From an optimization exercise on the open Yosys and OpenROAD flow, aimed at small area, a short achievable clock period and few clock cycles per item; shortcuts taken in it are not production practice. In this exercise RTL edits were held to simulation tests only and were not proved equivalent to the original.

**flow/run.sh**
```bash
#!/bin/bash
# Standard layout, but the port buffers are sky130_fd_sc_hd__buf_2 instead of the delay
# buffer buffer_ports picks by default. Everything else is the standard flow's own flow (standard.sh).
set -euo pipefail
bash standard.sh "BUFFER_PORTS_ARGS=-buffer_cell sky130_fd_sc_hd__buf_2" finish > standard.log 2>&1
```
**standard.sh**
```bash
#!/bin/bash
# synth_recipe.tcl (not shown) runs the flow's synth.tcl, then flattens the netlist and writes it again
# the make line also repeats each setting of config.mk as NAME=value (left out here)
make -C /OpenROAD-flow-scripts/flow DESIGN_CONFIG=/design/flow/config.mk WORK_HOME=/design/flow/orfs CLKGATE_MAP_FILE= SYNTH_SCRIPT=/design/flow/synth_recipe.tcl "${@:-finish}"
```
**config.mk**
```make
export PLATFORM = sky130hd
export DESIGN_NAME = bch
export DESIGN_NICKNAME = bch
export VERILOG_FILES = /design/flow/design.v
export SDC_FILE = /design/flow/constraint.sdc
export NUM_CORES = 4
export LEC_CHECK = 0
export ABC_AREA = 1
export CAP_MARGIN = 20
export CORE_MARGIN = 2
export CORE_UTILIZATION = 40
export SETUP_SLACK_MARGIN = 3.95
export SLEW_MARGIN = 20
```
**constraint.sdc**
```tcl
create_clock -name core_clock -period 6.5 [get_ports {i_clk}]
set_input_delay 1.3000 -clock core_clock [delete_from_list [all_inputs] [get_ports {i_clk}]]
set_output_delay 1.3000 -clock core_clock [all_outputs]
set_load 0.01 [all_outputs]
```
**design.v**
```verilog
`default_nettype none
module bch (
	input  logic        i_clk,
	input  logic        i_arst_n,
	input  logic        i_set,
	input  logic [63:0] i_data,
	output logic        o_ready,
	output logic        o_finish,
	output logic [9:0]  o_data
);
	function automatic [9:0] qsolve(input [9:0] x);
		qsolve[0] = 1'b0;
		qsolve[1] = x[2] ^ x[4] ^ x[7];
		qsolve[2] = x[3] ^ x[4] ^ x[6] ^ x[7];
		qsolve[3] = x[1] ^ x[2] ^ x[4] ^ x[6] ^ x[9];
		qsolve[4] = x[3] ^ x[6] ^ x[7] ^ x[8] ^ x[9];
		qsolve[5] = x[0] ^ x[3] ^ x[6] ^ x[7] ^ x[9];
		qsolve[6] = x[7] ^ x[9];
		qsolve[7] = x[8] ^ x[9];
		qsolve[8] = x[6] ^ x[7] ^ x[9];
		qsolve[9] = x[8];
	endfunction
	function automatic [4:0] t_inv32(input [4:0] x);
		t_inv32[0] = 32'hbd89b432 >> x;
		t_inv32[1] = 32'hba357164 >> x;
		t_inv32[2] = 32'h4c98f3e8 >> x;
		t_inv32[3] = 32'h8a7ba4d8 >> x;
		t_inv32[4] = 32'hed3a0d2c >> x;
	endfunction
	function automatic [4:0] t_l31(input [4:0] x);
		t_l31[0] = 32'h1afb9244 >> x;
		t_l31[1] = 32'hb7903954 >> x;
		t_l31[2] = 32'h2dd584d8 >> x;
		t_l31[3] = 32'ha37162ac >> x;
		t_l31[4] = 32'h7a6628f0 >> x;
	endfunction
	function automatic [5:0] t_l33(input [4:0] x);
		t_l33[0] = 32'h96aaa66a >> x;
		t_l33[1] = 32'h6669a695 >> x;
		t_l33[2] = 32'h659696a6 >> x;
		t_l33[3] = 32'h5a95a565 >> x;
		t_l33[4] = 32'h566599aa >> x;
		t_l33[5] = 32'h0 >> x;
	endfunction
	function automatic [5:0] t_l33m3(input [4:0] x);
		t_l33m3[0] = 32'h69a56598 >> x;
		t_l33m3[1] = 32'ha6969958 >> x;
		t_l33m3[2] = 32'h5aaa6994 >> x;
		t_l33m3[3] = 32'ha6566aa8 >> x;
		t_l33m3[4] = 32'h95996594 >> x;
		t_l33m3[5] = 32'h3 >> x;
	endfunction
	function automatic [4:0] t_sq(input [4:0] x);
		t_sq[0] = 32'ha3be4c2d >> x;
		t_sq[1] = 32'hb51df26 >> x;
		t_sq[2] = 32'h6a3be4c2 >> x;
		t_sq[3] = 32'h30b51df2 >> x;
		t_sq[4] = 32'h7c985a8e >> x;
	endfunction
	function automatic [4:0] t_ki(input [5:0] x);
		t_ki[0] = 64'h91be7d89 >> x;
		t_ki[1] = 64'h9e100879 >> x;
		t_ki[2] = 64'hbbc993dd >> x;
		t_ki[3] = 64'h640db026 >> x;
		t_ki[4] = 64'hc74ff2e3 >> x;
	endfunction
	function automatic [4:0] t_kt(input [5:0] x);
		t_kt[0] = 64'h1f3ec4a46 >> x;
		t_kt[1] = 64'h8043ca78 >> x;
		t_kt[2] = 64'h4c9eeaef >> x;
		t_kt[3] = 64'h6d813190 >> x;
		t_kt[4] = 64'h7f971b1d >> x;
	endfunction
	function automatic [9:0] t_a(input [4:0] x);
		t_a[0] = 32'h4ccccccc >> x;
		t_a[1] = 32'h70f0f0f0 >> x;
		t_a[2] = 32'h7f00ff00 >> x;
		t_a[3] = 32'h7fff0000 >> x;
		t_a[4] = 32'h2aaaaaaa >> x;
		t_a[5] = 32'h4ccccccc >> x;
		t_a[6] = 32'h70f0f0f0 >> x;
		t_a[7] = 32'h7f00ff00 >> x;
		t_a[8] = 32'h7fff0000 >> x;
		t_a[9] = 32'h2aaaaaaa >> x;
	endfunction
	function automatic [9:0] t_b(input [5:0] x);
		t_b[0] = 64'hcccccccc >> x;
		t_b[1] = 64'hf0f0f0f0 >> x;
		t_b[2] = 64'hff00ff00 >> x;
		t_b[3] = 64'hffff0000 >> x;
		t_b[4] = 64'h55555555 >> x;
		t_b[5] = 64'h33333333 >> x;
		t_b[6] = 64'hf0f0f0f >> x;
		t_b[7] = 64'hff00ff >> x;
		t_b[8] = 64'hffff >> x;
		t_b[9] = 64'haaaaaaaa >> x;
	endfunction
	function automatic [4:0] m32(input [4:0] a, input [4:0] b);
		logic [8:0] p;
		p = '0;
		for (int i = 0; i < 5; i++)
			if (b[i])
				p = p ^ (9'(a) << i);
		for (int i = 8; i >= 5; i--)
			if (p[i])
				p = p ^ (9'b100101 << (i - 5));
		m32 = p[4:0];
	endfunction
	function automatic [4:0] sq32(input [4:0] a);
		sq32 = m32(a, a);
	endfunction
	function automatic [4:0] add31(input [4:0] a, input [4:0] b);
		logic [4:0] kg0;
		logic [4:0] kp0;
		logic [4:0] kg1;
		logic [4:0] kp1;
		logic [4:0] kg2;
		logic [4:0] kp2;
		logic [4:0] kg3;
		logic [4:0] kp3;
		logic [4:0] h;
		logic c;
		kg0 = a & b;
		kp0 = a ^ b;
		h = kp0;
		kg1[0] = kg0[0];
		kp1[0] = kp0[0];
		kg1[1] = kg0[1] | (kp0[1] & kg0[0]);
		kp1[1] = kp0[1] & kp0[0];
		kg1[2] = kg0[2] | (kp0[2] & kg0[1]);
		kp1[2] = kp0[2] & kp0[1];
		kg1[3] = kg0[3] | (kp0[3] & kg0[2]);
		kp1[3] = kp0[3] & kp0[2];
		kg1[4] = kg0[4] | (kp0[4] & kg0[3]);
		kp1[4] = kp0[4] & kp0[3];
		kg2[0] = kg1[0];
		kp2[0] = kp1[0];
		kg2[1] = kg1[1];
		kp2[1] = kp1[1];
		kg2[2] = kg1[2] | (kp1[2] & kg1[0]);
		kp2[2] = kp1[2] & kp1[0];
		kg2[3] = kg1[3] | (kp1[3] & kg1[1]);
		kp2[3] = kp1[3] & kp1[1];
		kg2[4] = kg1[4] | (kp1[4] & kg1[2]);
		kp2[4] = kp1[4] & kp1[2];
		kg3[0] = kg2[0];
		kp3[0] = kp2[0];
		kg3[1] = kg2[1];
		kp3[1] = kp2[1];
		kg3[2] = kg2[2];
		kp3[2] = kp2[2];
		kg3[3] = kg2[3];
		kp3[3] = kp2[3];
		kg3[4] = kg2[4] | (kp2[4] & kg2[0]);
		kp3[4] = kp2[4] & kp2[0];
		c = kg3[4] | kp3[4];
		add31[0] = h[0] ^ c;
		add31[1] = h[1] ^ (kg3[0] | (kp3[0] & c));
		add31[2] = h[2] ^ (kg3[1] | (kp3[1] & c));
		add31[3] = h[3] ^ (kg3[2] | (kp3[2] & c));
		add31[4] = h[4] ^ (kg3[3] | (kp3[3] & c));
	endfunction
	function automatic [9:0] add1023(input [9:0] a, input [9:0] b);
		logic [9:0] kg0;
		logic [9:0] kp0;
		logic [9:0] kg1;
		logic [9:0] kp1;
		logic [9:0] kg2;
		logic [9:0] kp2;
		logic [9:0] kg3;
		logic [9:0] kp3;
		logic [9:0] kg4;
		logic [9:0] kp4;
		logic [9:0] h;
		logic c;
		kg0 = a & b;
		kp0 = a ^ b;
		h = kp0;
		kg1[0] = kg0[0];
		kp1[0] = kp0[0];
		kg1[1] = kg0[1] | (kp0[1] & kg0[0]);
		kp1[1] = kp0[1] & kp0[0];
		kg1[2] = kg0[2] | (kp0[2] & kg0[1]);
		kp1[2] = kp0[2] & kp0[1];
		kg1[3] = kg0[3] | (kp0[3] & kg0[2]);
		kp1[3] = kp0[3] & kp0[2];
		kg1[4] = kg0[4] | (kp0[4] & kg0[3]);
		kp1[4] = kp0[4] & kp0[3];
		kg1[5] = kg0[5] | (kp0[5] & kg0[4]);
		kp1[5] = kp0[5] & kp0[4];
		kg1[6] = kg0[6] | (kp0[6] & kg0[5]);
		kp1[6] = kp0[6] & kp0[5];
		kg1[7] = kg0[7] | (kp0[7] & kg0[6]);
		kp1[7] = kp0[7] & kp0[6];
		kg1[8] = kg0[8] | (kp0[8] & kg0[7]);
		kp1[8] = kp0[8] & kp0[7];
		kg1[9] = kg0[9] | (kp0[9] & kg0[8]);
		kp1[9] = kp0[9] & kp0[8];
		kg2[0] = kg1[0];
		kp2[0] = kp1[0];
		kg2[1] = kg1[1];
		kp2[1] = kp1[1];
		kg2[2] = kg1[2] | (kp1[2] & kg1[0]);
		kp2[2] = kp1[2] & kp1[0];
		kg2[3] = kg1[3] | (kp1[3] & kg1[1]);
		kp2[3] = kp1[3] & kp1[1];
		kg2[4] = kg1[4] | (kp1[4] & kg1[2]);
		kp2[4] = kp1[4] & kp1[2];
		kg2[5] = kg1[5] | (kp1[5] & kg1[3]);
		kp2[5] = kp1[5] & kp1[3];
		kg2[6] = kg1[6] | (kp1[6] & kg1[4]);
		kp2[6] = kp1[6] & kp1[4];
		kg2[7] = kg1[7] | (kp1[7] & kg1[5]);
		kp2[7] = kp1[7] & kp1[5];
		kg2[8] = kg1[8] | (kp1[8] & kg1[6]);
		kp2[8] = kp1[8] & kp1[6];
		kg2[9] = kg1[9] | (kp1[9] & kg1[7]);
		kp2[9] = kp1[9] & kp1[7];
		kg3[0] = kg2[0];
		kp3[0] = kp2[0];
		kg3[1] = kg2[1];
		kp3[1] = kp2[1];
		kg3[2] = kg2[2];
		kp3[2] = kp2[2];
		kg3[3] = kg2[3];
		kp3[3] = kp2[3];
		kg3[4] = kg2[4] | (kp2[4] & kg2[0]);
		kp3[4] = kp2[4] & kp2[0];
		kg3[5] = kg2[5] | (kp2[5] & kg2[1]);
		kp3[5] = kp2[5] & kp2[1];
		kg3[6] = kg2[6] | (kp2[6] & kg2[2]);
		kp3[6] = kp2[6] & kp2[2];
		kg3[7] = kg2[7] | (kp2[7] & kg2[3]);
		kp3[7] = kp2[7] & kp2[3];
		kg3[8] = kg2[8] | (kp2[8] & kg2[4]);
		kp3[8] = kp2[8] & kp2[4];
		kg3[9] = kg2[9] | (kp2[9] & kg2[5]);
		kp3[9] = kp2[9] & kp2[5];
		kg4[0] = kg3[0];
		kp4[0] = kp3[0];
		kg4[1] = kg3[1];
		kp4[1] = kp3[1];
		kg4[2] = kg3[2];
		kp4[2] = kp3[2];
		kg4[3] = kg3[3];
		kp4[3] = kp3[3];
		kg4[4] = kg3[4];
		kp4[4] = kp3[4];
		kg4[5] = kg3[5];
		kp4[5] = kp3[5];
		kg4[6] = kg3[6];
		kp4[6] = kp3[6];
		kg4[7] = kg3[7];
		kp4[7] = kp3[7];
		kg4[8] = kg3[8] | (kp3[8] & kg3[0]);
		kp4[8] = kp3[8] & kp3[0];
		kg4[9] = kg3[9] | (kp3[9] & kg3[1]);
		kp4[9] = kp3[9] & kp3[1];
		c = kg4[9] | kp4[9];
		add1023[0] = h[0] ^ c;
		add1023[1] = h[1] ^ (kg4[0] | (kp4[0] & c));
		add1023[2] = h[2] ^ (kg4[1] | (kp4[1] & c));
		add1023[3] = h[3] ^ (kg4[2] | (kp4[2] & c));
		add1023[4] = h[4] ^ (kg4[3] | (kp4[3] & c));
		add1023[5] = h[5] ^ (kg4[4] | (kp4[4] & c));
		add1023[6] = h[6] ^ (kg4[5] | (kp4[5] & c));
		add1023[7] = h[7] ^ (kg4[6] | (kp4[6] & c));
		add1023[8] = h[8] ^ (kg4[7] | (kp4[7] & c));
		add1023[9] = h[9] ^ (kg4[8] | (kp4[8] & c));
	endfunction
	function automatic lt10(input [9:0] a, input [9:0] bn);
		logic [9:0] kg0;
		logic [9:0] kp0;
		logic [9:0] kg1;
		logic [9:0] kp1;
		logic [9:0] kg2;
		logic [9:0] kp2;
		logic [9:0] kg3;
		logic [9:0] kp3;
		logic [9:0] kg4;
		logic [9:0] kp4;
		logic [9:0] h;
		logic [9:0] b;
		logic c;
		b = ~bn;
		kg0 = a & b;
		kp0 = a ^ b;
		h = kp0;
		kg1[0] = kg0[0];
		kp1[0] = kp0[0];
		kg1[1] = kg0[1] | (kp0[1] & kg0[0]);
		kp1[1] = kp0[1] & kp0[0];
		kg1[2] = kg0[2] | (kp0[2] & kg0[1]);
		kp1[2] = kp0[2] & kp0[1];
		kg1[3] = kg0[3] | (kp0[3] & kg0[2]);
		kp1[3] = kp0[3] & kp0[2];
		kg1[4] = kg0[4] | (kp0[4] & kg0[3]);
		kp1[4] = kp0[4] & kp0[3];
		kg1[5] = kg0[5] | (kp0[5] & kg0[4]);
		kp1[5] = kp0[5] & kp0[4];
		kg1[6] = kg0[6] | (kp0[6] & kg0[5]);
		kp1[6] = kp0[6] & kp0[5];
		kg1[7] = kg0[7] | (kp0[7] & kg0[6]);
		kp1[7] = kp0[7] & kp0[6];
		kg1[8] = kg0[8] | (kp0[8] & kg0[7]);
		kp1[8] = kp0[8] & kp0[7];
		kg1[9] = kg0[9] | (kp0[9] & kg0[8]);
		kp1[9] = kp0[9] & kp0[8];
		kg2[0] = kg1[0];
		kp2[0] = kp1[0];
		kg2[1] = kg1[1];
		kp2[1] = kp1[1];
		kg2[2] = kg1[2] | (kp1[2] & kg1[0]);
		kp2[2] = kp1[2] & kp1[0];
		kg2[3] = kg1[3] | (kp1[3] & kg1[1]);
		kp2[3] = kp1[3] & kp1[1];
		kg2[4] = kg1[4] | (kp1[4] & kg1[2]);
		kp2[4] = kp1[4] & kp1[2];
		kg2[5] = kg1[5] | (kp1[5] & kg1[3]);
		kp2[5] = kp1[5] & kp1[3];
		kg2[6] = kg1[6] | (kp1[6] & kg1[4]);
		kp2[6] = kp1[6] & kp1[4];
		kg2[7] = kg1[7] | (kp1[7] & kg1[5]);
		kp2[7] = kp1[7] & kp1[5];
		kg2[8] = kg1[8] | (kp1[8] & kg1[6]);
		kp2[8] = kp1[8] & kp1[6];
		kg2[9] = kg1[9] | (kp1[9] & kg1[7]);
		kp2[9] = kp1[9] & kp1[7];
		kg3[0] = kg2[0];
		kp3[0] = kp2[0];
		kg3[1] = kg2[1];
		kp3[1] = kp2[1];
		kg3[2] = kg2[2];
		kp3[2] = kp2[2];
		kg3[3] = kg2[3];
		kp3[3] = kp2[3];
		kg3[4] = kg2[4] | (kp2[4] & kg2[0]);
		kp3[4] = kp2[4] & kp2[0];
		kg3[5] = kg2[5] | (kp2[5] & kg2[1]);
		kp3[5] = kp2[5] & kp2[1];
		kg3[6] = kg2[6] | (kp2[6] & kg2[2]);
		kp3[6] = kp2[6] & kp2[2];
		kg3[7] = kg2[7] | (kp2[7] & kg2[3]);
		kp3[7] = kp2[7] & kp2[3];
		kg3[8] = kg2[8] | (kp2[8] & kg2[4]);
		kp3[8] = kp2[8] & kp2[4];
		kg3[9] = kg2[9] | (kp2[9] & kg2[5]);
		kp3[9] = kp2[9] & kp2[5];
		kg4[0] = kg3[0];
		kp4[0] = kp3[0];
		kg4[1] = kg3[1];
		kp4[1] = kp3[1];
		kg4[2] = kg3[2];
		kp4[2] = kp3[2];
		kg4[3] = kg3[3];
		kp4[3] = kp3[3];
		kg4[4] = kg3[4];
		kp4[4] = kp3[4];
		kg4[5] = kg3[5];
		kp4[5] = kp3[5];
		kg4[6] = kg3[6];
		kp4[6] = kp3[6];
		kg4[7] = kg3[7];
		kp4[7] = kp3[7];
		kg4[8] = kg3[8] | (kp3[8] & kg3[0]);
		kp4[8] = kp3[8] & kp3[0];
		kg4[9] = kg3[9] | (kp3[9] & kg3[1]);
		kp4[9] = kp3[9] & kp3[1];
		lt10 = !(kg4[9] | kp4[9]);
	endfunction
	function automatic [6:0] a6(input [5:0] a, input [5:0] b);
		logic [5:0] kg0;
		logic [5:0] kp0;
		logic [5:0] kg1;
		logic [5:0] kp1;
		logic [5:0] kg2;
		logic [5:0] kp2;
		logic [5:0] kg3;
		logic [5:0] kp3;
		logic [5:0] h;
		logic c;
		kg0 = a & b;
		kp0 = a ^ b;
		h = kp0;
		kg1[0] = kg0[0];
		kp1[0] = kp0[0];
		kg1[1] = kg0[1] | (kp0[1] & kg0[0]);
		kp1[1] = kp0[1] & kp0[0];
		kg1[2] = kg0[2] | (kp0[2] & kg0[1]);
		kp1[2] = kp0[2] & kp0[1];
		kg1[3] = kg0[3] | (kp0[3] & kg0[2]);
		kp1[3] = kp0[3] & kp0[2];
		kg1[4] = kg0[4] | (kp0[4] & kg0[3]);
		kp1[4] = kp0[4] & kp0[3];
		kg1[5] = kg0[5] | (kp0[5] & kg0[4]);
		kp1[5] = kp0[5] & kp0[4];
		kg2[0] = kg1[0];
		kp2[0] = kp1[0];
		kg2[1] = kg1[1];
		kp2[1] = kp1[1];
		kg2[2] = kg1[2] | (kp1[2] & kg1[0]);
		kp2[2] = kp1[2] & kp1[0];
		kg2[3] = kg1[3] | (kp1[3] & kg1[1]);
		kp2[3] = kp1[3] & kp1[1];
		kg2[4] = kg1[4] | (kp1[4] & kg1[2]);
		kp2[4] = kp1[4] & kp1[2];
		kg2[5] = kg1[5] | (kp1[5] & kg1[3]);
		kp2[5] = kp1[5] & kp1[3];
		kg3[0] = kg2[0];
		kp3[0] = kp2[0];
		kg3[1] = kg2[1];
		kp3[1] = kp2[1];
		kg3[2] = kg2[2];
		kp3[2] = kp2[2];
		kg3[3] = kg2[3];
		kp3[3] = kp2[3];
		kg3[4] = kg2[4] | (kp2[4] & kg2[0]);
		kp3[4] = kp2[4] & kp2[0];
		kg3[5] = kg2[5] | (kp2[5] & kg2[1]);
		kp3[5] = kp2[5] & kp2[1];
		a6[0] = h[0];
		a6[1] = h[1] ^ kg3[0];
		a6[2] = h[2] ^ kg3[1];
		a6[3] = h[3] ^ kg3[2];
		a6[4] = h[4] ^ kg3[3];
		a6[5] = h[5] ^ kg3[4];
		a6[6] = kg3[5];
	endfunction
	function automatic [7:0] a7(input [6:0] a, input [6:0] b);
		logic [6:0] kg0;
		logic [6:0] kp0;
		logic [6:0] kg1;
		logic [6:0] kp1;
		logic [6:0] kg2;
		logic [6:0] kp2;
		logic [6:0] kg3;
		logic [6:0] kp3;
		logic [6:0] h;
		logic c;
		kg0 = a & b;
		kp0 = a ^ b;
		h = kp0;
		kg1[0] = kg0[0];
		kp1[0] = kp0[0];
		kg1[1] = kg0[1] | (kp0[1] & kg0[0]);
		kp1[1] = kp0[1] & kp0[0];
		kg1[2] = kg0[2] | (kp0[2] & kg0[1]);
		kp1[2] = kp0[2] & kp0[1];
		kg1[3] = kg0[3] | (kp0[3] & kg0[2]);
		kp1[3] = kp0[3] & kp0[2];
		kg1[4] = kg0[4] | (kp0[4] & kg0[3]);
		kp1[4] = kp0[4] & kp0[3];
		kg1[5] = kg0[5] | (kp0[5] & kg0[4]);
		kp1[5] = kp0[5] & kp0[4];
		kg1[6] = kg0[6] | (kp0[6] & kg0[5]);
		kp1[6] = kp0[6] & kp0[5];
		kg2[0] = kg1[0];
		kp2[0] = kp1[0];
		kg2[1] = kg1[1];
		kp2[1] = kp1[1];
		kg2[2] = kg1[2] | (kp1[2] & kg1[0]);
		kp2[2] = kp1[2] & kp1[0];
		kg2[3] = kg1[3] | (kp1[3] & kg1[1]);
		kp2[3] = kp1[3] & kp1[1];
		kg2[4] = kg1[4] | (kp1[4] & kg1[2]);
		kp2[4] = kp1[4] & kp1[2];
		kg2[5] = kg1[5] | (kp1[5] & kg1[3]);
		kp2[5] = kp1[5] & kp1[3];
		kg2[6] = kg1[6] | (kp1[6] & kg1[4]);
		kp2[6] = kp1[6] & kp1[4];
		kg3[0] = kg2[0];
		kp3[0] = kp2[0];
		kg3[1] = kg2[1];
		kp3[1] = kp2[1];
		kg3[2] = kg2[2];
		kp3[2] = kp2[2];
		kg3[3] = kg2[3];
		kp3[3] = kp2[3];
		kg3[4] = kg2[4] | (kp2[4] & kg2[0]);
		kp3[4] = kp2[4] & kp2[0];
		kg3[5] = kg2[5] | (kp2[5] & kg2[1]);
		kp3[5] = kp2[5] & kp2[1];
		kg3[6] = kg2[6] | (kp2[6] & kg2[2]);
		kp3[6] = kp2[6] & kp2[2];
		a7[0] = h[0];
		a7[1] = h[1] ^ kg3[0];
		a7[2] = h[2] ^ kg3[1];
		a7[3] = h[3] ^ kg3[2];
		a7[4] = h[4] ^ kg3[3];
		a7[5] = h[5] ^ kg3[4];
		a7[6] = h[6] ^ kg3[5];
		a7[7] = kg3[6];
	endfunction
	function automatic [5:0] add33(input [5:0] x, input [5:0] y);
		logic [4:0] g;
		logic [4:0] q;
		logic [4:0] gg;
		logic [4:0] pp;
		logic       cin;
		logic [5:0] s;
		g  = x[4:0] & y[4:0];
		q  = x[4:0] ^ y[4:0];
		gg[0] = g[0];
		pp[0] = q[0];
		for (int i = 1; i < 5; i++) begin
			gg[i] = g[i] | (q[i] & gg[i-1]);
			pp[i] = q[i] & pp[i-1];
		end
		cin = !gg[4];
		s[0] = q[0] ^ cin;
		for (int i = 1; i < 5; i++)
			s[i] = q[i] ^ (gg[i-1] | (pp[i-1] & cin));
		s[5] = cin && pp[4];
		add33 = x[5] ? y : y[5] ? x : s;
	endfunction
	logic       busy;
	logic [3:0] cnt;
	logic       last;
	logic       fin;
	assign o_ready = !busy;
	assign last    = busy && (cnt == 4'd15);
	always_ff @(posedge i_clk or negedge i_arst_n) begin
		if (!i_arst_n) begin
			busy   <= 1'b0;
			cnt    <= '0;
			fin    <= 1'b0;
		end else begin
			fin    <= last;
			cnt    <= cnt + 1'b1;
			if (!busy) begin
				cnt  <= 4'd1;
				busy <= i_set;
			end else if (last) begin
				busy <= 1'b0;
			end
		end
	end
	logic [63:0] dm;
	logic [9:0]  acc1;
	logic [9:0]  acc3;
	logic [9:0]  fb1;
	logic [9:0]  fb3;
	assign dm  = {i_data[63] && !last, i_data[62:0]};   
	assign fb1 = busy ? acc1 : 10'd0;
	assign fb3 = busy ? acc3 : 10'd0;
	logic [343:0] sx;
	assign sx[0] = dm[5] ^ dm[53];
	assign sx[1] = dm[34] ^ dm[52];
	assign sx[2] = dm[7] ^ dm[46];
	assign sx[3] = dm[17] ^ dm[58];
	assign sx[4] = dm[14] ^ dm[33];
	assign sx[5] = dm[20] ^ dm[60];
	assign sx[6] = dm[27] ^ dm[29];
	assign sx[7] = dm[54] ^ dm[57];
	assign sx[8] = dm[10] ^ dm[37];
	assign sx[9] = dm[38] ^ dm[48];
	assign sx[10] = dm[31] ^ dm[62];
	assign sx[11] = dm[1] ^ dm[56];
	assign sx[12] = dm[23] ^ sx[0];
	assign sx[13] = dm[0] ^ dm[51];
	assign sx[14] = dm[24] ^ dm[61];
	assign sx[15] = dm[11] ^ dm[13];
	assign sx[16] = dm[36] ^ dm[45];
	assign sx[17] = dm[12] ^ dm[15];
	assign sx[18] = dm[9] ^ dm[40];
	assign sx[19] = dm[35] ^ dm[59];
	assign sx[20] = dm[3] ^ dm[18];
	assign sx[21] = dm[4] ^ sx[10];
	assign sx[22] = dm[32] ^ sx[4];
	assign sx[23] = sx[5] ^ sx[9];
	assign sx[24] = dm[6] ^ sx[3];
	assign sx[25] = sx[1] ^ sx[6];
	assign sx[26] = dm[47] ^ sx[11];
	assign sx[27] = fb3[7] ^ dm[43];
	assign sx[28] = dm[42] ^ dm[49];
	assign sx[29] = dm[16] ^ dm[26];
	assign sx[30] = sx[7] ^ sx[14];
	assign sx[31] = dm[30] ^ sx[2];
	assign sx[32] = sx[12] ^ sx[19];
	assign sx[33] = fb3[5] ^ fb3[9];
	assign sx[34] = fb3[3] ^ dm[21];
	assign sx[35] = dm[28] ^ dm[55];
	assign sx[36] = fb3[8] ^ dm[22];
	assign sx[37] = dm[2] ^ dm[50];
	assign sx[38] = dm[19] ^ dm[44];
	assign sx[39] = sx[8] ^ sx[15];
	assign sx[40] = fb1[4] ^ sx[17];
	assign sx[41] = fb3[4] ^ sx[33];
	assign sx[42] = fb3[6] ^ dm[39];
	assign sx[43] = fb1[7] ^ dm[43];
	assign sx[44] = dm[25] ^ sx[13];
	assign sx[45] = sx[18] ^ sx[29];
	assign sx[46] = sx[16] ^ sx[20];
	assign sx[47] = sx[27] ^ sx[34];
	assign sx[48] = dm[41] ^ sx[25];
	assign sx[49] = sx[22] ^ sx[39];
	assign sx[50] = sx[24] ^ sx[26];
	assign sx[51] = fb1[3] ^ fb1[5];
	assign sx[52] = fb3[2] ^ dm[34];
	assign sx[53] = dm[8] ^ dm[55];
	assign sx[54] = dm[11] ^ dm[49];
	assign sx[55] = dm[59] ^ sx[1];
	assign sx[56] = dm[42] ^ sx[2];
	assign sx[57] = dm[51] ^ sx[28];
	assign sx[58] = dm[20] ^ sx[18];
	assign sx[59] = dm[53] ^ sx[37];
	assign sx[60] = dm[21] ^ sx[38];
	assign sx[61] = dm[18] ^ sx[7];
	assign sx[62] = sx[21] ^ sx[23];
	assign sx[63] = fb3[0] ^ sx[30];
	assign sx[64] = fb1[1] ^ sx[40];
	assign sx[65] = dm[48] ^ sx[47];
	assign sx[66] = sx[25] ^ sx[31];
	assign sx[67] = sx[21] ^ sx[42];
	assign sx[68] = sx[15] ^ sx[23];
	assign sx[69] = fb1[6] ^ sx[32];
	assign sx[70] = fb3[1] ^ sx[32];
	assign sx[71] = dm[22] ^ sx[48];
	assign sx[72] = fb1[3] ^ fb1[9];
	assign sx[73] = fb1[2] ^ fb1[9];
	assign sx[74] = dm[12] ^ dm[56];
	assign sx[75] = dm[46] ^ sx[41];
	assign sx[76] = dm[15] ^ dm[17];
	assign sx[77] = dm[3] ^ dm[54];
	assign sx[78] = dm[16] ^ dm[24];
	assign sx[79] = dm[60] ^ sx[72];
	assign sx[80] = dm[26] ^ dm[29];
	assign sx[81] = dm[2] ^ dm[47];
	assign sx[82] = dm[0] ^ dm[32];
	assign sx[83] = dm[7] ^ dm[37];
	assign sx[84] = dm[39] ^ sx[73];
	assign sx[85] = dm[26] ^ dm[33];
	assign sx[86] = fb3[8] ^ dm[44];
	assign sx[87] = dm[13] ^ sx[51];
	assign sx[88] = fb1[0] ^ dm[61];
	assign sx[89] = dm[14] ^ dm[19];
	assign sx[90] = dm[3] ^ dm[4];
	assign sx[91] = sx[2] ^ sx[53];
	assign sx[92] = sx[0] ^ sx[52];
	assign sx[93] = sx[3] ^ sx[4];
	assign sx[94] = dm[25] ^ sx[36];
	assign sx[95] = dm[62] ^ sx[38];
	assign sx[96] = sx[54] ^ sx[85];
	assign sx[97] = sx[5] ^ sx[13];
	assign sx[98] = sx[43] ^ sx[84];
	assign sx[99] = dm[57] ^ sx[9];
	assign sx[100] = dm[0] ^ sx[35];
	assign sx[101] = sx[14] ^ sx[17];
	assign sx[102] = dm[63] ^ sx[28];
	assign sx[103] = dm[8] ^ sx[8];
	assign sx[104] = sx[36] ^ sx[76];
	assign sx[105] = dm[45] ^ sx[13];
	assign sx[106] = sx[6] ^ sx[8];
	assign sx[107] = sx[43] ^ sx[88];
	assign sx[108] = fb1[2] ^ sx[16];
	assign sx[109] = sx[22] ^ sx[44];
	assign sx[110] = dm[27] ^ sx[93];
	assign sx[111] = dm[39] ^ sx[56];
	assign sx[112] = dm[60] ^ sx[45];
	assign sx[113] = sx[24] ^ sx[75];
	assign sx[114] = sx[30] ^ sx[31];
	assign sx[115] = sx[46] ^ sx[59];
	assign sx[116] = sx[55] ^ sx[99];
	assign sx[117] = dm[52] ^ sx[61];
	assign sx[118] = sx[77] ^ sx[102];
	assign sx[119] = sx[12] ^ sx[40];
	assign sx[120] = dm[58] ^ sx[91];
	assign sx[121] = sx[60] ^ sx[66];
	assign sx[122] = sx[58] ^ sx[113];
	assign sx[123] = sx[49] ^ sx[90];
	assign sx[124] = sx[11] ^ sx[64];
	assign sx[125] = sx[16] ^ sx[65];
	assign sx[126] = sx[35] ^ sx[50];
	assign sx[127] = fb1[8] ^ sx[114];
	assign sx[128] = sx[50] ^ sx[62];
	assign sx[129] = sx[57] ^ sx[112];
	assign sx[130] = fb1[6] ^ dm[16];
	assign sx[131] = dm[28] ^ dm[36];
	assign sx[132] = sx[10] ^ sx[79];
	assign sx[133] = sx[130] ^ sx[131];
	assign sx[134] = sx[24] ^ sx[132];
	assign sx[135] = sx[133] ^ sx[109];
	assign sx[136] = sx[118] ^ sx[119];
	assign sx[137] = sx[134] ^ sx[121];
	assign sx[138] = sx[135] ^ sx[136];
	assign sx[139] = sx[137] ^ sx[138];
	assign sx[140] = dm[7] ^ dm[35];
	assign sx[141] = sx[4] ^ sx[18];
	assign sx[142] = sx[28] ^ sx[140];
	assign sx[143] = sx[107] ^ sx[141];
	assign sx[144] = sx[142] ^ sx[68];
	assign sx[145] = sx[117] ^ sx[119];
	assign sx[146] = sx[143] ^ sx[126];
	assign sx[147] = sx[144] ^ sx[145];
	assign sx[148] = sx[146] ^ sx[147];
	assign sx[149] = fb1[0] ^ fb1[1];
	assign sx[150] = fb1[4] ^ sx[149];
	assign sx[151] = sx[150] ^ dm[2];
	assign sx[152] = dm[15] ^ dm[22];
	assign sx[153] = dm[29] ^ dm[31];
	assign sx[154] = sx[1] ^ sx[35];
	assign sx[155] = sx[79] ^ sx[151];
	assign sx[156] = sx[152] ^ sx[153];
	assign sx[157] = sx[26] ^ sx[46];
	assign sx[158] = sx[154] ^ sx[155];
	assign sx[159] = sx[156] ^ sx[49];
	assign sx[160] = sx[157] ^ sx[158];
	assign sx[161] = sx[69] ^ sx[127];
	assign sx[162] = sx[159] ^ sx[160];
	assign sx[163] = sx[161] ^ sx[162];
	assign sx[164] = dm[5] ^ dm[10];
	assign sx[165] = dm[50] ^ sx[164];
	assign sx[166] = sx[61] ^ sx[96];
	assign sx[167] = sx[98] ^ sx[105];
	assign sx[168] = sx[165] ^ sx[62];
	assign sx[169] = sx[64] ^ sx[166];
	assign sx[170] = sx[167] ^ sx[121];
	assign sx[171] = sx[168] ^ sx[169];
	assign sx[172] = sx[170] ^ sx[171];
	assign sx[173] = dm[33] ^ dm[37];
	assign sx[174] = dm[53] ^ sx[29];
	assign sx[175] = sx[87] ^ sx[173];
	assign sx[176] = sx[55] ^ sx[108];
	assign sx[177] = sx[174] ^ sx[175];
	assign sx[178] = sx[176] ^ sx[177];
	assign sx[179] = sx[127] ^ sx[128];
	assign sx[180] = sx[178] ^ sx[179];
	assign sx[181] = fb1[8] ^ dm[52];
	assign sx[182] = sx[3] ^ sx[20];
	assign sx[183] = sx[80] ^ sx[89];
	assign sx[184] = sx[181] ^ sx[100];
	assign sx[185] = sx[182] ^ sx[183];
	assign sx[186] = sx[68] ^ sx[111];
	assign sx[187] = sx[184] ^ sx[185];
	assign sx[188] = sx[69] ^ sx[124];
	assign sx[189] = sx[186] ^ sx[187];
	assign sx[190] = sx[188] ^ sx[189];
	assign sx[191] = fb1[5] ^ dm[9];
	assign sx[192] = dm[12] ^ dm[14];
	assign sx[193] = dm[38] ^ dm[54];
	assign sx[194] = sx[54] ^ sx[83];
	assign sx[195] = sx[191] ^ sx[192];
	assign sx[196] = sx[193] ^ sx[44];
	assign sx[197] = sx[98] ^ sx[194];
	assign sx[198] = sx[195] ^ sx[115];
	assign sx[199] = sx[196] ^ sx[197];
	assign sx[200] = sx[71] ^ sx[126];
	assign sx[201] = sx[198] ^ sx[199];
	assign sx[202] = sx[200] ^ sx[201];
	assign sx[203] = dm[21] ^ dm[46];
	assign sx[204] = sx[87] ^ sx[203];
	assign sx[205] = sx[21] ^ sx[45];
	assign sx[206] = sx[103] ^ sx[204];
	assign sx[207] = sx[110] ^ sx[115];
	assign sx[208] = sx[116] ^ sx[205];
	assign sx[209] = sx[206] ^ sx[124];
	assign sx[210] = sx[207] ^ sx[208];
	assign sx[211] = sx[209] ^ sx[210];
	assign sx[212] = fb1[4] ^ dm[56];
	assign sx[213] = sx[37] ^ sx[78];
	assign sx[214] = sx[212] ^ sx[58];
	assign sx[215] = sx[60] ^ sx[106];
	assign sx[216] = sx[108] ^ sx[213];
	assign sx[217] = sx[109] ^ sx[117];
	assign sx[218] = sx[120] ^ sx[214];
	assign sx[219] = sx[215] ^ sx[216];
	assign sx[220] = sx[69] ^ sx[217];
	assign sx[221] = sx[218] ^ sx[219];
	assign sx[222] = sx[220] ^ sx[221];
	assign sx[223] = sx[51] ^ dm[17];
	assign sx[224] = dm[48] ^ sx[0];
	assign sx[225] = sx[53] ^ sx[74];
	assign sx[226] = sx[223] ^ sx[107];
	assign sx[227] = sx[224] ^ sx[225];
	assign sx[228] = sx[226] ^ sx[227];
	assign sx[229] = sx[71] ^ sx[123];
	assign sx[230] = sx[129] ^ sx[228];
	assign sx[231] = sx[229] ^ sx[230];
	assign sx[232] = dm[33] ^ sx[27];
	assign sx[233] = sx[26] ^ sx[95];
	assign sx[234] = sx[97] ^ sx[103];
	assign sx[235] = sx[104] ^ sx[232];
	assign sx[236] = sx[66] ^ sx[118];
	assign sx[237] = sx[233] ^ sx[234];
	assign sx[238] = sx[235] ^ sx[70];
	assign sx[239] = sx[236] ^ sx[237];
	assign sx[240] = sx[238] ^ sx[239];
	assign sx[241] = fb3[0] ^ fb3[9];
	assign sx[242] = sx[241] ^ dm[11];
	assign sx[243] = dm[41] ^ sx[82];
	assign sx[244] = sx[86] ^ sx[242];
	assign sx[245] = sx[31] ^ sx[45];
	assign sx[246] = sx[46] ^ sx[92];
	assign sx[247] = sx[101] ^ sx[106];
	assign sx[248] = sx[243] ^ sx[244];
	assign sx[249] = sx[245] ^ sx[246];
	assign sx[250] = sx[247] ^ sx[248];
	assign sx[251] = sx[128] ^ sx[249];
	assign sx[252] = sx[250] ^ sx[251];
	assign sx[253] = sx[33] ^ dm[1];
	assign sx[254] = dm[8] ^ dm[30];
	assign sx[255] = dm[40] ^ dm[47];
	assign sx[256] = dm[50] ^ sx[0];
	assign sx[257] = sx[10] ^ sx[17];
	assign sx[258] = sx[82] ^ sx[83];
	assign sx[259] = sx[253] ^ sx[254];
	assign sx[260] = sx[255] ^ sx[30];
	assign sx[261] = sx[47] ^ sx[94];
	assign sx[262] = sx[256] ^ sx[257];
	assign sx[263] = sx[258] ^ sx[259];
	assign sx[264] = sx[48] ^ sx[68];
	assign sx[265] = sx[260] ^ sx[261];
	assign sx[266] = sx[262] ^ sx[263];
	assign sx[267] = sx[264] ^ sx[265];
	assign sx[268] = sx[266] ^ sx[267];
	assign sx[269] = sx[41] ^ dm[10];
	assign sx[270] = dm[18] ^ dm[36];
	assign sx[271] = sx[81] ^ sx[89];
	assign sx[272] = sx[269] ^ sx[270];
	assign sx[273] = sx[12] ^ sx[94];
	assign sx[274] = sx[101] ^ sx[271];
	assign sx[275] = sx[272] ^ sx[67];
	assign sx[276] = sx[116] ^ sx[120];
	assign sx[277] = sx[273] ^ sx[274];
	assign sx[278] = sx[129] ^ sx[275];
	assign sx[279] = sx[276] ^ sx[277];
	assign sx[280] = sx[278] ^ sx[279];
	assign sx[281] = fb3[7] ^ fb3[9];
	assign sx[282] = sx[281] ^ dm[1];
	assign sx[283] = dm[9] ^ dm[28];
	assign sx[284] = dm[35] ^ dm[58];
	assign sx[285] = sx[5] ^ sx[20];
	assign sx[286] = sx[29] ^ sx[42];
	assign sx[287] = sx[282] ^ sx[283];
	assign sx[288] = sx[284] ^ sx[39];
	assign sx[289] = sx[59] ^ sx[95];
	assign sx[290] = sx[285] ^ sx[286];
	assign sx[291] = sx[287] ^ sx[63];
	assign sx[292] = sx[288] ^ sx[289];
	assign sx[293] = sx[290] ^ sx[71];
	assign sx[294] = sx[291] ^ sx[292];
	assign sx[295] = sx[293] ^ sx[294];
	assign sx[296] = fb3[2] ^ dm[5];
	assign sx[297] = sx[36] ^ sx[78];
	assign sx[298] = sx[296] ^ sx[26];
	assign sx[299] = sx[56] ^ sx[100];
	assign sx[300] = sx[297] ^ sx[65];
	assign sx[301] = sx[67] ^ sx[110];
	assign sx[302] = sx[298] ^ sx[299];
	assign sx[303] = sx[300] ^ sx[301];
	assign sx[304] = sx[302] ^ sx[303];
	assign sx[305] = sx[41] ^ dm[1];
	assign sx[306] = dm[6] ^ dm[24];
	assign sx[307] = dm[27] ^ dm[55];
	assign sx[308] = sx[7] ^ sx[19];
	assign sx[309] = sx[86] ^ sx[305];
	assign sx[310] = sx[306] ^ sx[307];
	assign sx[311] = sx[97] ^ sx[308];
	assign sx[312] = sx[309] ^ sx[310];
	assign sx[313] = sx[111] ^ sx[311];
	assign sx[314] = sx[312] ^ sx[123];
	assign sx[315] = sx[125] ^ sx[313];
	assign sx[316] = sx[314] ^ sx[315];
	assign sx[317] = sx[81] ^ sx[44];
	assign sx[318] = sx[92] ^ sx[96];
	assign sx[319] = sx[63] ^ sx[317];
	assign sx[320] = sx[318] ^ sx[122];
	assign sx[321] = sx[125] ^ sx[319];
	assign sx[322] = sx[320] ^ sx[321];
	assign sx[323] = fb3[4] ^ fb3[5];
	assign sx[324] = fb3[6] ^ sx[323];
	assign sx[325] = sx[324] ^ dm[45];
	assign sx[326] = sx[34] ^ sx[37];
	assign sx[327] = sx[80] ^ sx[325];
	assign sx[328] = sx[23] ^ sx[57];
	assign sx[329] = sx[104] ^ sx[326];
	assign sx[330] = sx[327] ^ sx[49];
	assign sx[331] = sx[63] ^ sx[328];
	assign sx[332] = sx[329] ^ sx[70];
	assign sx[333] = sx[330] ^ sx[331];
	assign sx[334] = sx[332] ^ sx[333];
	assign sx[335] = sx[6] ^ sx[20];
	assign sx[336] = sx[27] ^ sx[52];
	assign sx[337] = sx[74] ^ sx[22];
	assign sx[338] = sx[105] ^ sx[335];
	assign sx[339] = sx[336] ^ sx[67];
	assign sx[340] = sx[337] ^ sx[338];
	assign sx[341] = sx[70] ^ sx[122];
	assign sx[342] = sx[339] ^ sx[340];
	assign sx[343] = sx[341] ^ sx[342];
	always_ff @(posedge i_clk) begin
		acc1[0] <= sx[139];
		acc1[1] <= sx[148];
		acc1[2] <= sx[163];
		acc1[3] <= sx[172];
		acc1[4] <= sx[180];
		acc1[5] <= sx[190];
		acc1[6] <= sx[202];
		acc1[7] <= sx[211];
		acc1[8] <= sx[222];
		acc1[9] <= sx[231];
		acc3[0] <= sx[240];
		acc3[1] <= sx[252];
		acc3[2] <= sx[268];
		acc3[3] <= sx[280];
		acc3[4] <= sx[295];
		acc3[5] <= sx[304];
		acc3[6] <= sx[316];
		acc3[7] <= sx[322];
		acc3[8] <= sx[334];
		acc3[9] <= sx[343];
	end
	logic [11:0] st;      
	logic [4:0] r_31;     
	logic [5:0] r_33;
	logic [9:0] lin;      
	logic [9:0] lx;
	logic [4:0] qt;       
	logic [4:0] qn;       
	logic       qbz;      
	logic [4:0] raw31;
	logic [5:0] raw33;
	logic [5:0] m3_33;
	assign lx = fin ? acc1 : lin;
	logic [4:0] opa;
	logic [4:0] op1b;
	logic [4:0] op2b;
	logic [4:0] esq;
	assign esq  = t_sq(r_31);
	assign opa  = st[3] ? esq : lx[4:0];
	assign op1b = st[3] ? t_ki(r_33) : t_inv32(lx[9:5]);
	assign op2b = st[3] ? t_kt(r_33) : lx[9:5];
	always_ff @(posedge i_clk) begin
		qt  <= m32(opa, op1b);
		qn  <= m32(opa, op2b) ^ (st[3] ? 5'd0 : (sq32(lx[4:0]) ^ sq32(lx[9:5])));
		qbz <= (lx[9:5] == 5'd0);
	end
	assign raw31 = t_l31(qn);
	assign raw33 = qbz ? 6'd32 : t_l33(qt);
	assign m3_33 = qbz ? 6'd32 : t_l33m3(qt);
	logic [4:0] x31;
	logic [5:0] x33;
	always_ff @(posedge i_clk) begin
		x31 <= raw31;
		x33 <= st[0] ? m3_33 : raw33;
	end
	logic [4:0] r1_31;    
	logic [5:0] r1_33;
	logic       r1h;
	logic [4:0] op31;
	logic [5:0] op33;
	logic       s1z;      
	logic       s3z;      
	logic       single;
	logic       sgl_n;
	logic [9:0] p;
	logic [9:0] p1;
	logic [9:0] od;
	logic       of;
	logic [1:0] ocnt;
	logic       od_lt;
	logic       empty;
	always_ff @(posedge i_clk or negedge i_arst_n) begin
		if (!i_arst_n) begin
			st <= '0;
		end else begin
			st <= {st[10:0], fin};
		end
	end
	assign r1_31 = {r1h, p1[9:6]};
	assign r1_33 = p1[5:0];
	assign op31 = st[1] ? {x31[3:0], x31[4]} : st[2] ? ~r_31 : r1_31;
	assign op33 = st[1] ? 6'd32 : st[2] ? r_33 : r1_33;
	assign sgl_n = !s3z && (r_31 == 5'd0) && r_33[5];
	logic [9:0] exq;
	logic       sglq;
	assign exq = {qt, qn};
	always_ff @(posedge i_clk) begin
		sglq <= sgl_n;
	end
	logic [4:0] c31;
	logic [9:0] cb;
	always_ff @(posedge i_clk) begin
		c31 <= r_31;
		cb  <= t_b(r_33);
	end
	assign p     = add1023(t_a(c31), cb);
	assign od_lt = lt10(od, p1);
	assign empty  = s1z;
	assign single = s3z;
	always_ff @(posedge i_clk) begin
		if (fin) begin
			s1z <= (acc1 == 10'd0);
			lin <= acc3;
		end else if (st[4]) begin
			lin <= sglq ? 10'd1 : s3z ? 10'd32 : (qsolve(exq) ^ 10'd32);
		end else begin
			lin <= lin ^ 10'd1;
		end
		if (st[0]) begin
			s3z   <= (lin == 10'd0);
			r1h   <= raw31[4];
		end
		if (st[4]) begin
			s1z <= s1z || (!sglq && !s3z && ^(exq & 10'd288));   
			s3z <= sglq;
		end
		r_31 <= add31(x31, op31);
		r_33 <= add33(x33, op33);
		if (st[0])
			p1 <= {raw31[3:0], raw33};
		else if (st[9] || (st[11] && !od_lt))
			p1 <= st[9] ? p : od;
	end
	assign o_finish = of;
	assign o_data   = od;
	always_ff @(posedge i_clk or negedge i_arst_n) begin
		if (!i_arst_n) begin
			of   <= 1'b0;
			ocnt <= '0;
		end else begin
			if (st[11]) begin
				of   <= 1'b1;
				ocnt <= empty ? 2'd0 : single ? 2'd1 : 2'd2;
			end else if (of) begin
				if (ocnt == 2'd0)
					of <= 1'b0;
				else
					ocnt <= ocnt - 1'b1;
			end
		end
	end
	always_ff @(posedge i_clk) begin
		if (st[10]) begin
			od <= p;
		end else if (st[11]) begin
			if (empty)
				od <= 10'd1023;
			else if (single || !od_lt)
				od <= p1;
		end else if (ocnt == 2'd2) begin
			od <= p1;
		end else begin
			od <= 10'd1023;
		end
	end
endmodule
`default_nettype wire
```
==> results of run 1 <==
## layout by cell type, fill, tap and decap left out, drive strengths merged, types with 3 or more instances in the layout
master    Yosys  final
nor3         10     10
o22ai         7      7
nor4          3      3
ha           62     62
a211oi        5      5
a31oi         7      7
a22oi         7      7
dfrtp        21     21
dfxtp        70     70
clkinvlp      0      4
clkbuf       17     19
a21oi        59     59
o211ai       11     11
nor2        112    112
o21ai        87     87
a21boi        3      3
inv         181    186
nand2       470    470
nand4        11     11
a21o          3      3
nand3       135    135
clkinv        3      8
xnor2       159    159
nand3b        5      5
or2          16     16
edfxtp       32     32
buf          17    180
xor2        211    211
o21bai        5      5
o221ai        3      3
## state kept, by name (all words and copies together), names as in the netlist, 6 cells and up
register and cells:
r_33 6, acc1 10, p1 10, lin 10, acc3 10, od 10, x33 6, st 12
cb 10
## area by class of cell
type	instances	area [sq um]
Fill cell	2797	13800
Multi-Input combinational cell	1411	10700
Sequential cell	123	2930
Timing Repair Buffer	182	1400
Inverter	184	746
Tap cell	396	495
Clock buffer	18	450
Clock inverter	14	151
Timing Repair inverter	2	17.5
## worst max-delay path, delay by kind of cell, from the launching register on
| family | cells | cell delay, ns |
|---|---|---|
| AO/OA/AOI/OAI | 5 | 0.74 |
| adder cells (fa/ha/maj) | 2 | 0.55 |
| flip-flops | 1 | 0.51 |
| AND/OR/NAND/NOR | 5 | 0.48 |
| buffers and inverters | 2 | 0.19 |
| XOR/XNOR | 1 | 0.15 |
## cells by family (layout without fill, tap and decap cells)
group | after synthesis | in the layout | synth area share [%]
simple gates | 765 | 765 | 25.7
compound gates | 212 | 212 | 9.90
fa+ha+maj | 64 | 64 | 6.50
flops | 123 | 123 | 23.0
buf+inv | 218 | 400 | 6.98
xor+xnor | 370 | 370 | 27.9
## what timing repair did
| item | in CTS | in global routing |
|---|---|---|
| endpoints found under the setup margin | 61 | 70 |
| buffers inserted | 53 | 47 |
| hold endpoints to repair | 0 | 0 |
| pin swaps | 67 | 105 |
| cloned | 0 | 3 |
| hold buffers | 0 | 0 |
| resized for setup | 143 | 282 |
## layer usage
metal / global-route usage (%) / vias to the layer above / routed length (um)
li1: - / 5934 / -
met1: 30.7 / 5834 / 17600
met2: 40.7 / 458 / 20300
met3: 2.90 / 112 / 1860
met4: 11.0 / 0 / 2060
met5: 0 / - / 0
## final timing paths
path | from | to | slack [ns] | cells past startpoint
min in group asynchronous | i_arst_n | st[8] | 0.84 | 1
max | st[2] | r_33[1] | 3.80 | 15
min | st[7] | st[8] | 0.36 | 0
max reg2reg | st[2] | r_33[1] | 3.80 | 15
min reg2reg | st[7] | st[8] | 0.36 | 0
max in group asynchronous | i_arst_n | st[2] | 5.26 | 1
## metrics by stage
| step | utilization [%] | instance area, sq um | std cells |
|---|---|---|---|
| floorplan | - | 12800 | 1752 |
| global placement | 44.0 | 13500 | 2195 |
| detailed placement | 44.0 | 13500 | 2195 |
| CTS | 49.3 | 15200 | 2280 |
| global route | 55.0 | 16900 | 2330 |
| finish | 55.0 | 16900 | 2330 |
==> out/qor.txt, run 1 <==
Status - no timing/DRC/antenna violations
First-pass GRT wire length - 62400 um
Final Routed Wirelength - 41800 um
Initial Util - 40.8%
CP Data Required Time - 6.83 ns
Root Buffer - clkbuf_16
Crit share post-route - 41.5%
Clock latency (worst-skew pair) - 0.42 ns
Num CTS Buffers - 17
Via density - 5.30
Setup TNS - 0 ns
Top-count cell post-synth - nand2_1
Worst Path Max Fanout - 7
Max-Cap Viols - 0
Crit Path Category - register to register
Unique cell type count in the Yosys netlist - 60
Chip height - 181 um
Number of synthesized register bits - 123
Largest net degree at the start of global routing - 27
Syn_area_per_cell - 7.16 sq um
Syn nets - 1883
Skew final - 0.0123 ns
Mapped Cells - 1752
Initial antenna violation count - 0
Worst-path clk slew - 0.07 ns
Num ports - 79
Final setup fails - 0
WL/cell - 18.0 um
Post-DP HPWL - 31700 um
Slew @ Worst Pin - 0.802 ns
Clk sinks - 123
Via count - 12300
Number of global-route vias before repair - 11600
Most common library cells after synthesis - nand2_1, xor2_1, inv_1
Worst hold slack - 0.355 ns
Core area - 30700 sq um
Grt ovf - 0
Seq/Total Area, Yosys - 23.0%
Final Slew Violations - 0
Final Hold Violating Endpoints - 0
Area growth syn-to-layout - 34.7%
Arr. time, crit path - 3.03 ns
Synth Cell Area - 12500 sq um
Yosys warns - 1
Die area - 32800 sq um
Pre-CTS worst setup slack - 3.21 ns
Antenna Cells - 0
Layout cell share with drive strength beyond 1 - 28.9%
CTS tree - done
Total track usage - 24.1%
Yosys top cell area share - 13.6%
CTS HTree Levels - 4
Drc violations - 0
Setup crit end kind - register
Final ANT Viol Nets - 0
Final worst-path setup slack - 3.80 ns
Clk buf depth - 2
Largest area contributor in the netlist - nand2_1
FFs w/ async S/R, synth - 17.1%
CP max-delay cell - dfrtp_4
Fin crit period - 2.70 ns
Top_reg_cell synth - dfxtp_1
CP Cell Sequence - buf_4, inv_1, nor2_1, nor3_2, ha_2, a21o_1, a21oi_2, o21bai_2, nand2_1, nand2_2, fa_2, xor2_1, nand2_1, o21ai_1, o21ai_1
Drt pass-1 iters - 6
RSZ-0062 raised after global routing - yes
DRT iter0 DRCs - 962
Core Rows - 64
Port bufs - 78
Startpoint Class - register
Slowest cell delay on critical path - 0.51 ns
Placer Congestion - 1.09
Nets@finish - 2052
Post-synth EDFFs - 32
Fmax - 0.371 GHz
Top post-synthesis cells by area - nand2_1, xor2_1, dfxtp_1
Worst relative slew slack - 46.0%
Die W - 181 um
HP Class - register to register
Testbench counts, summed over its fixed seeds: cycles 3,193, items 192.
==> run 2: changes to the inputs <==
--- a/config.mk
+++ b/config.mk
@@ -10,4 +10,4 @@
 export CORE_MARGIN = 2
 export CORE_UTILIZATION = 40
-export SETUP_SLACK_MARGIN = 3.95
+export SETUP_SLACK_MARGIN = 3.7
 export SLEW_MARGIN = 20
==> out/qor.txt, run 2 <==
Number of global-route vias before repair - 11100 (-4.2%)
Synth Cell Area - 12500 sq um (unchanged)
Post-synth EDFFs - 32 (unchanged)
Drc violations - 0 (unchanged)
Via count - 11600 (-5.8%)
Via density - 5.12 (-3.2%)
First-pass GRT wire length - 60400 um (-3.2%)
CP Data Required Time - 6.85 ns (+0.02 ns)
Startpoint Class - input pin
Layout cell share with drive strength beyond 1 - 16.7% (-12 points)
Buf/Inv on CP - 2 (unchanged)
Number of hold buffers added after CTS - 0 (unchanged)
Antenna Cells - 0 (unchanged)
Status - no timing/DRC/antenna violations
Reg area - 2930 sq um (about the same)
Mapped Cells - 1752 (unchanged)
Fmax - 0.361 GHz (-2.5%)
Crit Path Category - input pin to register
Max-Cap Viols - 0 (unchanged)
Top_reg_cell synth - dfxtp_1
Setup crit end kind - register
Fin crit period - 2.77 ns (+0.0698 ns)
Largest register FFs - 12 (unchanged)
CP Cell Sequence - buf_2, or2_4, nand2_4, buf_4, xnor2_1, xor2_1, xor2_1, xor2_1, xor2_1
Arr. time, crit path - 3.11 ns (+0.08 ns)
Commonest non-fill, non-tap cell in the layout - nand2_1
Nets@finish - 1990 (-3.0%)
Initial antenna violation count - 0 (unchanged)
Final Hold Violating Endpoints - 0 (unchanged)
Core area - 30700 sq um (unchanged)
Seq/Total Area, Yosys - 23.0% (unchanged)
Drt pass-1 iters - 5 (-1)
Number of synthesized register bits - 123 (unchanged)
Grt ovf - 0 (unchanged)
Crit share post-route - 42.6% (+1.1 points)
CTS tree - done
Clock latency (worst-skew pair) - 0.42 ns (about the same)
RSZ-0062 raised after global routing - yes
CP delay by family, top - XOR/XNOR gates
Num CTS Buffers - 17 (unchanged)
Worst-path clk slew - 0.06 ns (about the same)
Yosys top cell area share - 13.6% (unchanged)
Largest net degree at the start of global routing - 27 (unchanged)
Final ANT Viol Nets - 0 (unchanged)
CTS HTree Levels - 4 (unchanged)
Top post-synthesis cells by area - nand2_1, xor2_1, dfxtp_1
Syn nets - 1883 (unchanged)
Final setup fails - 0 (unchanged)
Top-count cell post-synth - nand2_1
Most common library cells after synthesis - nand2_1, xor2_1, inv_1
Post-DP HPWL - 31400 um (-0.81%)
Largest Register - st
Chip height - 181 um (unchanged)
Num ports - 79 (unchanged)
Most frequent cells in the layout - nand2_1, xor2_1, inv_1
CP max-delay cell - xnor2_1
Final Slew Violations - 0 (unchanged)
Slowest cell delay on critical path - 0.37 ns (-0.14 ns)
Total track usage - 23.3% (-0.76 points)
Worst hold slack - 0.348 ns (-0.00738 ns)
Clk sinks - 123 (unchanged)
HP Class - register to register
Initial Util - 40.8% (unchanged)
Core Rows - 64 (unchanged)
Clk buf depth - 2 (unchanged)
Setup TNS - 0 ns (unchanged)
Yosys warns - 1 (unchanged)
Skew final - 0.00978 ns (-0.00255 ns)
DRT iter0 DRCs - 946 (-1.7%)
Worst relative slew slack - 54.5% (+8.5 points)
Root Buffer - clkbuf_16
Filler cell count - 3062 (+9.5%)
WL/cell - 17.1 um (-4.7%)
Worst Path Max Fanout - 4 (-3)
Area growth syn-to-layout - 17.7%
Slew @ Worst Pin - 0.676 ns (-0.127 ns)
Unique cell type count in the Yosys netlist - 60 (unchanged)
Port bufs - 78 (unchanged)
Syn_area_per_cell - 7.16 sq um (unchanged)
Final Routed Wirelength - 38800 um (-7.2%)
Largest area contributor in the netlist - nand2_1
Die W - 181 um (unchanged)
Multi-input combinational cell area - 9300 sq um (-13%)
FFs w/ async S/R, synth - 17.1% (unchanged)
Placer Congestion - 1.00 (-8.1%)
Cell mode on critical path - xor2_1
Die area - 32800 sq um (unchanged)
run 2: final timing paths:
check	to	cells after the start	start	slack [ns]
worst max register to register	od[3]	14	c31[1]	3.82
worst min register to register	st[8]	0	st[7]	0.35
worst min-delay path	st[8]	0	st[7]	0.35
max in group asynchronous	st[2]	1	i_arst_n	5.30
min in group asynchronous	st[7]	1	i_arst_n	0.83
worst max-delay path	acc3[1]	9	i_data[5]	3.73
run 2: cell type report:
cell class,instances,area share (%)
multi-input cells,1411,63.0
clock buffers,17,2.88
inverters,184,4.86
well taps,396,3.36
flip-flops and latches,123,19.8
repair buffers,122,5.03
clock inverters,15,1.08
run 2: logic make-up (layout without fill, tap and decap cells):
logic type                 after synthesis  after routing  synth area share, %
xor gates and xnor gates               370            370                 27.9
and+or+nand+nor                        765            765                 25.7
adders and majority gates               64             64                 6.50
AOI/OAI and AO/OA                      212            212                 9.90
DFF                                    123            123                 23.0
buffers and inverters                  218            338                 6.98
run 2: per-stage QoR:
stage | std cells | util, % | worst slack, ns | cell area [sq um]
2_1_floorplan | 1752 | - | 3.68 | 12600
4_1_cts | 2234 | 45.7 | 3.69 | 14100
3_3_place_gp | 2195 | 43.2 | 3.07 | 13300
3_5_place_dp | 2195 | 43.2 | 3.07 | 13300
6_report | 2268 | 48.0 | 3.73 | 14800
5_1_grt | 2268 | 48.0 | 3.61 | 14800
run 2: repair_timing:
item                                    CTS  global route
resized for setup                        40            99
pin swaps                                 4            20
buffers inserted                          7            34
endpoints found under the setup margin   44            47
run 2: routing by layer:
metal,vias to the layer above,share of wire [%],global-route usage [%]
li1,5818,-,-
met1,5304,44,30.6
met2,426,47,38.9
met3,75,5.3,2.94
met4,0,3.7,9.04
met5,-,0,0
==> run 3: changes to the inputs <==
--- a/config.mk
+++ b/config.mk
@@ -10,4 +10,4 @@
 export CORE_MARGIN = 2
 export CORE_UTILIZATION = 40
-export SETUP_SLACK_MARGIN = 3.7
+export SETUP_SLACK_MARGIN = 3.8
 export SLEW_MARGIN = 20
==> out/qor.txt, run 3 <==
Mapped Cells - 1752 (unchanged)
Final Hold Violating Endpoints - 0 (unchanged)
Final Routed Wirelength - 39300 um (+1.3%)
Slowest cell delay on critical path - 0.37 ns (about the same)
CP Data Required Time - 6.84 ns (about the same)
CTS HTree Levels - 4 (unchanged)
Number of hold buffers added after CTS - 0 (unchanged)
Number of synthesized register bits - 123 (unchanged)
Drt pass-1 iters - 8 (+3)
Top_reg_cell synth - dfxtp_1
Drc violations - 0 (unchanged)
Num CTS Buffers - 17 (unchanged)
Layout cell share with drive strength beyond 1 - 19.7% (+3.0 points)
Hold path depth - 0 (unchanged)
Top post-synthesis cells by area - nand2_1, xor2_1, dfxtp_1
Unique cell type count in the Yosys netlist - 60 (unchanged)
CP max-delay cell - xor2_1
CP Cell Sequence - buf_2, xnor2_4, xor2_1, xor2_1, xnor2_1, xor2_1, xor2_1
Syn_area_per_cell - 7.16 sq um (unchanged)
Syn nets - 1883 (unchanged)
Clock latency (worst-skew pair) - 0.42 ns (about the same)
Fmax - 0.374 GHz (+3.4%)
Cell mode on critical path - xor2_1
Largest register FFs - 12 (unchanged)
Yosys top cell area share - 13.6% (unchanged)
Core Rows - 64 (unchanged)
Root Buffer - clkbuf_16
Largest net degree at the start of global routing - 27 (unchanged)
Crit Path Category - input pin to register
Status - no timing/DRC/antenna violations
Antenna Cells - 0 (unchanged)
Synth Cell Area - 12500 sq um (unchanged)
RSZ-0062 raised after global routing - yes
Grt ovf - 0 (unchanged)
Post-synth EDFFs - 32 (unchanged)
FFs w/ async S/R, synth - 17.1% (unchanged)
Setup TNS - 0 ns (unchanged)
Total track usage - 23.3% (+0.033 points)
Most frequent cells in the layout - nand2_1, xor2_1, inv_1
Area growth syn-to-layout - 21.4%
Final worst-path setup slack - 3.82 ns (+0.0907 ns)
Largest area contributor in the netlist - nand2_1
Cells on worst reg2reg path - 12 (-2)
Worst relative slew slack - 54.2% (-0.30 points)
Pre-CTS worst setup slack - 3.05 ns (-0.0186 ns)
Die area - 32800 sq um (unchanged)
Most common library cells after synthesis - nand2_1, xor2_1, inv_1
WL/cell - 17.3 um (+0.88%)
Skew final - 0.0127 ns (+0.00292 ns)
Clk sinks - 123 (unchanged)
Crit Reg-Reg Endpoint - r_33[0]
Reg2reg start - st[2]
Port bufs - 78 (unchanged)
Clk buf depth - 2 (unchanged)
Max-Cap Viols - 0 (unchanged)
Grt met3 use - 3.12% (+0.18 points)
Core area - 30700 sq um (unchanged)
Stages on worst setup path - 7 (-2)
Buf/Inv on CP - 1 (-1)
Top-count cell post-synth - nand2_1
Seq/Total Area, Yosys - 23.0% (unchanged)
Commonest non-fill, non-tap cell in the layout - nand2_1
HP Class - register to register
Crit share post-route - 41.2% (-1.4 points)
Initial Util - 40.8% (unchanged)
Met2 Usage GRT - 39.4% (+0.51 points)
Largest Register - st
Via density - 5.19 (+1.2%)
Final ANT Viol Nets - 0 (unchanged)
DRT iter0 DRCs - 768 (-19%)
Post-DP HPWL - 31300 um (-0.42%)
Placed Area - 13300 sq um (about the same)
GR Layer Usage met1 - 30.4% (-0.22 points)
Worst-path clk slew - 0.06 ns (about the same)
Arr. time, crit path - 3.01 ns (-0.10 ns)
Startpoint Class - input pin
Via count - 11800 (+1.7%)
CTS tree - done
Final setup fails - 0 (unchanged)
Num ports - 79 (unchanged)
Setup crit end kind - register
Nets@finish - 2000 (+0.50%)
Design area - 15200 sq um (+3.1%)
Chip height - 181 um (unchanged)
Die W - 181 um (unchanged)
Reg2reg setup slack - 3.84 ns (+0.02 ns)
Final Slew Violations - 0 (unchanged)
Yosys warns - 1 (unchanged)
Most used routing layer - met2
Worst Path Max Fanout - 3 (-1)
Fin crit period - 2.68 ns (-0.0907 ns)
First-pass GRT wire length - 60500 um (about the same)
Number of global-route vias before repair - 11200 (+0.45%)
Placer Congestion - 1.04 (+4.0%)
CP delay by family, top - XOR/XNOR gates
Initial antenna violation count - 0 (unchanged)
Slew @ Worst Pin - 0.685 ns (+0.00911 ns)
Hold path endpoint - st[9]
Min-delay src - st[8]
[run 3: final cells by class]
cell class | instances | area (sq um)
Fill cell | 3046 | 15500
Multi-Input combinational cell | 1411 | 9650
Sequential cell | 123 | 2940
Timing Repair Buffer | 132 | 825
Inverter | 184 | 726
Tap cell | 396 | 495
Clock buffer | 22 | 487
Clock inverter | 10 | 110
[run 3: logic make-up after synthesis]
kind of cell               synth area share [%]
xor gates and xnor gates                   27.9
adders and majority gates                  6.50
AOI/OAI and AO/OA                          9.90
buffers and inverters                      6.98
and+or+nand+nor                            25.7
DFF                                        23.0
[run 3: stage by stage]
step | utilization, % | hold slack (ns) | std cells
after floorplan | - | 0.331 | 1752
after global placement | 43.2 | 0.336 | 2194
after detailed placement | 43.2 | 0.335 | 2194
after CTS | 46.5 | 0.350 | 2238
after global routing | 49.5 | 0.367 | 2278
final | 49.5 | 0.350 | 2278
[run 3: worst max-delay path by stage]
| stage | startpoint | end | slack [ns] |
|---|---|---|---|
| detailed placement | i_data[33] | acc1[2] | 3.05 |
| CTS | st[1] | r_33[1] | 3.78 |
| floorplan | i_data[53] | acc1[2] | 3.69 |
| global route | c31[4] | p1[5] | 3.73 |
| finish | i_data[46] | acc1[5] | 3.82 |
| global placement | i_data[0] | acc1[6] | 3.08 |
[run 3: timing repair]
| action | CTS | global route |
|---|---|---|
| setup endpoints to repair | 53 | 50 |
| buffers inserted | 12 | 40 |
| pin swaps | 14 | 44 |
| resized for setup | 72 | 151 |
[run 3: layer usage]
layer	vias up	wire [um]
met4	0	1360
met5	-	0
met1	5476	17400
met2	422	18700
met3	74	1860
li1	5844	-

afterwards: timing with drivers on the ports:
In the flow no input, the clock included, has a driving cell. The finished layouts below were timed again as built, in two steps.
Step 1 sets driving cells, clkbuf_16 on the clock port and buf_2 on the other inputs (assumed; they add their load-dependent delay and slew).
Step 2 moves the port delays by t, midway between the first and last clock arrival at a register: inputs arrive t later, outputs are due t later. That takes back most of the time a late clock gives input paths.
Three values: ideal ports, drivers, drivers and shift; two values: the first two.
run	t, ns	setup slack, ns	clock arrival spread, ns
run 1	0.458	3.803 / 3.803 / 3.399	0.016 / 0.017
run 2	0.453	3.733 / 3.749 / 3.296	0.012 / 0.012
run 3	0.456	3.824 / 3.843 / 3.390	0.016 / 0.015
After both steps every run listed still meets setup and hold. For run 2, which loses most, drivers alone change the setup slack by +0.016 ns; drivers and shift together by -0.437 ns.
